Background: an optimization exercise with open tools, aiming at small area, a short achievable clock period and few clock cycles per item. Do not read the settings as production practice.
Function was checked by simulation only, so behaviour that the tests miss may differ from the original.
No activity file was given, so power comes from the tool's default toggle rates.

==> inputs of build 46 <==
==> flow/design.v (excerpt) <==
module fifo_replacement_kv_cache
(
  input  logic                    clk_i,
  input  logic                    rst_ni,
  input  logic                    in_valid_i,
  output logic                    in_ready_o,
  input  logic                    command_i,
  input  logic [KEY_W-1:0]        key_i,
  input  logic signed [VAL_W-1:0] value_i,
  output logic                    out_valid_o,
  input  logic                    out_ready_i,
  output logic                    found_o,
  output logic signed [VAL_W-1:0] read_value_o,
  input  logic                    cfg_we_i,
  input  logic [CAP_W-1:0]        cfg_wdata_i
);
  localparam int QN = 3;               
  localparam int HG = 8;               
  localparam int NG = DEPTH / HG;
  localparam int QW = 2;
  logic [KEY_W-1:0]   tkey_q [DEPTH];
  logic [VAL_W-1:0]   tval_q [DEPTH];
  logic [DEPTH-1:0]   valid_q;
  logic [SLOT_W-1:0]  oldest_q;
  logic [SLOT_W-1:0]  ins_q;           
  logic [COUNT_W-1:0] count_q;
  logic [COUNT_W-1:0] cap_q;           
  logic               in_ready_q;
  logic               s0_vld_q;
  logic               s0_cmd_q;
  logic [KEY_W-1:0]   s0_key_q;
  logic [VAL_W-1:0]   s0_val_q;
  logic               s1_vld_q;
  logic               s1_cmd_q;
  logic [KEY_W-1:0]   s1_key_q;
  logic [VAL_W-1:0]   s1_val_q;
  logic [DEPTH-1:0]   s1_m_q;          
  logic [NG-1:0]      s1_hg_q;         
  logic [DEPTH-1:0]   pmatch;
  logic               eqprev;
  logic [DEPTH-1:0]   valid_d;
  logic [DEPTH-1:0]   we_key, we_val;
  assign eqprev = (s0_key_q == s1_key_q);
  always_comb begin
    for (int i = 0; i < DEPTH; i++) begin
      pmatch[i] = valid_d[i] && (we_key[i] ? eqprev : (tkey_q[i] == s0_key_q));
    end
  end
  always_ff @(posedge clk_i or negedge rst_ni) begin
  ...
make LEC_CHECK=0 CAP_MARGIN=20 CORE_MARGIN=2 CORE_UTILIZATION=55 CTS_CLUSTER_DIAMETER=80 CTS_CLUSTER_SIZE=24 PLACE_DENSITY=0.65 SETUP_SLACK_MARGIN=5.0 SLEW_MARGIN=20 SYNTH_MEMORY_MAX_BITS=16384 finish   # period 8.0 ns
run.sh (not shown) runs the stock make flow with config.mk's settings and CLKGATE_MAP_FILE= SYNTH_SCRIPT=/design/flow/synth_recipe.tcl, a recipe that flattens the netlist after the stock synthesis.
==> build 20: changes against build 46 <==
==> flow/design.v (replaced) <==
package fkvc_pkg;
  localparam int DEPTH    = 32;
  localparam int KEY_BITS = 64;
  localparam int SLOT_W  = (DEPTH > 1) ? $clog2(DEPTH) : 1;
  localparam int COUNT_W = $clog2(DEPTH + 1);
  localparam int CAP_W   = 7;
  localparam int KEY_W   = 64;
  localparam int VAL_W   = 32;
  localparam logic [CAP_W-1:0] CAP_RESET  = CAP_W'(64);
  localparam logic signed [VAL_W-1:0] MISS_VALUE = -32'sd1;
  typedef enum logic {
    CMD_GET = 1'b0,
    CMD_PUT = 1'b1
  } command_e;
  typedef struct packed {
    logic start;
    logic issue;
    logic finish;
    logic load_out;
  } dp_cmd_t;
  typedef struct packed {
    logic match;
    logic exhausted;
    logic out_free;
  } dp_stat_t;
endpackage
import fkvc_pkg::*;
module fifo_replacement_kv_cache
(
  input  logic                    clk_i,
  input  logic                    rst_ni,
  input  logic                    in_valid_i,
  output logic                    in_ready_o,
  input  logic                    command_i,
  input  logic [KEY_W-1:0]        key_i,
  input  logic signed [VAL_W-1:0] value_i,
  output logic                    out_valid_o,
  input  logic                    out_ready_i,
  output logic                    found_o,
  output logic signed [VAL_W-1:0] read_value_o,
  input  logic                    cfg_we_i,
  input  logic [CAP_W-1:0]        cfg_wdata_i
);
  logic               s1_vld_q;
  logic               s1_cmd_q;
  logic [KEY_W-1:0]   s1_key_q;
  logic [VAL_W-1:0]   s1_val_q;
  logic               in_ready_q;
  always_ff @(posedge clk_i or negedge rst_ni) begin
    if (!rst_ni) begin
      s1_vld_q <= 1'b0;
    end else begin
      s1_vld_q <= in_valid_i && in_ready_q;
    end
  end
  always_ff @(posedge clk_i) begin
    s1_cmd_q <= command_i;
    s1_key_q <= key_i;
    s1_val_q <= value_i;
  end
  logic [KEY_W-1:0]   tkey_q [DEPTH];
  logic [VAL_W-1:0]   tval_q [DEPTH];
  logic [DEPTH-1:0]   valid_q;
  logic [SLOT_W-1:0]  oldest_q;
  logic [SLOT_W-1:0]  ins_q;       
  logic [COUNT_W-1:0] count_q;
  logic [COUNT_W-1:0] cap_q;       
  logic [DEPTH-1:0]   match;
  logic               hit;
  logic [VAL_W-1:0]   rd_val;
  logic               put, insert, evict, full;
  logic [DEPTH-1:0]   we_key, we_val;
  always_comb begin
    rd_val = '0;
    for (int i = 0; i < DEPTH; i++) begin
      match[i] = valid_q[i] && (tkey_q[i] == s1_key_q);
      rd_val   = rd_val | ({VAL_W{match[i]}} & tval_q[i]);
    end
  end
  assign hit    = |match;
  assign put    = s1_vld_q && s1_cmd_q;
  assign full   = count_q[COUNT_W-1];            
  assign insert = put && !hit;
  assign evict  = insert && (count_q >= cap_q);
  always_comb begin
    for (int i = 0; i < DEPTH; i++) begin
      we_key[i] = put && !(full && hit) && (ins_q == SLOT_W'(i));
      we_val[i] = we_key[i] || (put && match[i]);
    end
  end
  for (genvar i = 0; i < DEPTH; i++) begin : g_entry
    always_ff @(posedge clk_i) begin
      if (we_key[i]) tkey_q[i] <= s1_key_q;
      if (we_val[i]) tval_q[i] <= s1_val_q;
    end
    always_ff @(posedge clk_i or negedge rst_ni) begin
      if (!rst_ni) begin
        valid_q[i] <= 1'b0;
      end else if (insert && ins_q == SLOT_W'(i)) begin
        valid_q[i] <= 1'b1;
      end else if (evict && oldest_q == SLOT_W'(i)) begin
        valid_q[i] <= 1'b0;
      end
    end
  end
  always_ff @(posedge clk_i or negedge rst_ni) begin
    if (!rst_ni) begin
      oldest_q <= '0;
      ins_q    <= '0;
      count_q  <= '0;
      cap_q    <= COUNT_W'(DEPTH);
    end else begin
      if (cfg_we_i) begin
        if (cfg_wdata_i == '0)                cap_q <= COUNT_W'(1);
        else if (int'(cfg_wdata_i) > DEPTH)   cap_q <= COUNT_W'(DEPTH);
        else                                  cap_q <= COUNT_W'(cfg_wdata_i);
      end
      if (insert) begin
        ins_q <= ins_q + SLOT_W'(1);
        if (evict) oldest_q <= oldest_q + SLOT_W'(1);
        else       count_q  <= count_q + COUNT_W'(1);
      end
    end
  end
  logic             r_found;
  logic [VAL_W-1:0] r_value;
  assign r_found = hit;
  assign r_value = s1_cmd_q ? '0 : (rd_val | {VAL_W{!hit}});
  logic [2:0]       qv_q;               
  logic             qf_q [3];
  logic [VAL_W-1:0] qd_q [3];
  logic             deq;
  logic [2:0]       qv_s;               
  logic [2:0]       qv_d;
  assign deq  = qv_q[0] && out_ready_i;
  assign qv_s = deq ? {1'b0, qv_q[2:1]} : qv_q;
  assign qv_d = s1_vld_q ? {qv_s[1:0], 1'b1} : qv_s;
  always_ff @(posedge clk_i or negedge rst_ni) begin
    if (!rst_ni) begin
      qv_q       <= '0;
      in_ready_q <= 1'b1;
    end else begin
      qv_q       <= qv_d;
      in_ready_q <= !(qv_d[2] || (qv_d[1] && in_valid_i && in_ready_q));
    end
  end
  for (genvar j = 0; j < 3; j++) begin : g_q
    always_ff @(posedge clk_i) begin
      if (s1_vld_q && !qv_s[j] && (j == 0 || qv_s[j-1])) begin
        qf_q[j] <= r_found;
        qd_q[j] <= r_value;
      end else if (deq) begin
        if (j < 2) begin
          qf_q[j] <= qf_q[(j < 2) ? j + 1 : j];
          qd_q[j] <= qd_q[(j < 2) ? j + 1 : j];
        end
      end
    end
  end
  assign in_ready_o   = in_ready_q;
  assign out_valid_o  = qv_q[0];
  assign found_o      = qf_q[0];
  assign read_value_o = qd_q[0];
endmodule
==> flow/config.mk (replaced) <==
export PLATFORM = sky130hd
export DESIGN_NAME = fifo_replacement_kv_cache
export DESIGN_NICKNAME = fifo_replacement_kv_cache
export VERILOG_FILES = /design/flow/design.v
export SDC_FILE = /design/flow/constraint.sdc
export NUM_CORES = 4
export LEC_CHECK = 0
export CAP_MARGIN = 20
export CORE_MARGIN = 2
export CORE_UTILIZATION = 35
export PLACE_DENSITY = 0.45
export SLEW_MARGIN = 20
export SYNTH_MEMORY_MAX_BITS = 16384
==> trial 12: changes against build 46 <==
--- a/flow/design.v
+++ b/flow/design.v
@@ -39,13 +39,13 @@
   output logic                    found_o,
   output logic signed [VAL_W-1:0] read_value_o,
   input  logic                    cfg_we_i,
   input  logic [CAP_W-1:0]        cfg_wdata_i
 );
   localparam int QN = 3;               
-  localparam int HG = 8;               
+  localparam int HG = 4;               
   localparam int NG = DEPTH / HG;
   localparam int QW = 2;
   logic [KEY_W-1:0]   tkey_q [DEPTH];
   logic [VAL_W-1:0]   tval_q [DEPTH];
   logic [DEPTH-1:0]   valid_q;
   logic [SLOT_W-1:0]  oldest_q;
==> flow/config.mk (replaced) <==
export PLATFORM = sky130hd
export DESIGN_NAME = fifo_replacement_kv_cache
export DESIGN_NICKNAME = fifo_replacement_kv_cache
export VERILOG_FILES = /design/flow/design.v
export SDC_FILE = /design/flow/constraint.sdc
export NUM_CORES = 4
export LEC_CHECK = 0
export CAP_MARGIN = 20
export CORE_MARGIN = 2
export CORE_UTILIZATION = 45
export CTS_CLUSTER_DIAMETER = 100
export CTS_CLUSTER_SIZE = 24
export PLACE_DENSITY = 0.55
export SETUP_SLACK_MARGIN = 5.0
export SLEW_MARGIN = 20
export SYNTH_MEMORY_MAX_BITS = 16384
==> run notes <==
- Build 46 finished clean. Trial 12 finished clean. Build 20 completed without violations.
- Cell area: build 46 < trial 12 < build 20.
- Synthesized cell count: build 20 > trial 12 > build 46.
- Total power: trial 12 is lower than build 20 (15%).
- Via count: build 20 > build 46 > trial 12.
- Die area: build 46 < trial 12 < build 20.
==> figures <==
|  | build 20 | build 46 | trial 12 |
|---|---|---|---|
| Result of the run | finished clean | finished clean | finished clean |
| Hold slack | 0.506 ns | 0.331 ns | 0.330 ns |
| Non-CTS buffers | 565 | 693 | 725 |
| Buffers & Inverters on Critical Path | 5 | 1 | 1 |
| Max-Slew Margin vs Limit | 19.9% | 20.0% | 17.3% |
| Post-CTS Repair Setup Buffers | 0 | 202 | 236 |
| Clk pwr share | 42.2% | 29.9% | 29.2% |
| Gate Count Post-Synth | 9307 | 8034 | 8036 |
| Fraction of met3 tracks used by global routing | 3.57% | 13.2% | 6.30% |
| GRT Total Usage | 26.7% | 42.2% | 35.4% |
| Area taken by flip-flops and latches | 0.0989 mm² | 0.103 mm² | 0.103 mm² |
Testbench counts of build 46, summed over its fixed seeds: cycles 8,024, items 8,000.
Testbench counts of build 20, summed over its fixed seeds: cycles 8,016, items 8,000.
Testbench counts of trial 12, summed over its fixed seeds: cycles 8,024, items 8,000.

separate check: timing with driven ports:
The results above use ideal ports. As a check the final layouts listed here were re-extracted and re-timed, cells and wires unchanged.
Step 1 sets driving cells, clkbuf_16 on the clock port and buf_2 on the other inputs (assumed; they add their load-dependent delay and slew).
Step 2 times the ports against the registers' clock, not the clock port: input delays grow and output delays shrink by t, the midpoint of the rising clock arrivals with the driver on.
Three values: ideal, step 1, step 2; two values: the first two.
run	t (ns)	setup WS [ns]	worst register clock-pin slew, ns
build 46	0.976	4.798 / 4.798 / 4.459	0.10 / 0.10
build 20	1.058	1.291 / 1.291 / 1.291	0.07 / 0.07
trial 12	0.990	4.872 / 4.770 / 4.137	0.11 / 0.11
After both steps every run listed still meets setup and hold. The setup slack of trial 12, which loses most, moves by -0.102 ns with the drivers and by -0.735 ns with both steps.
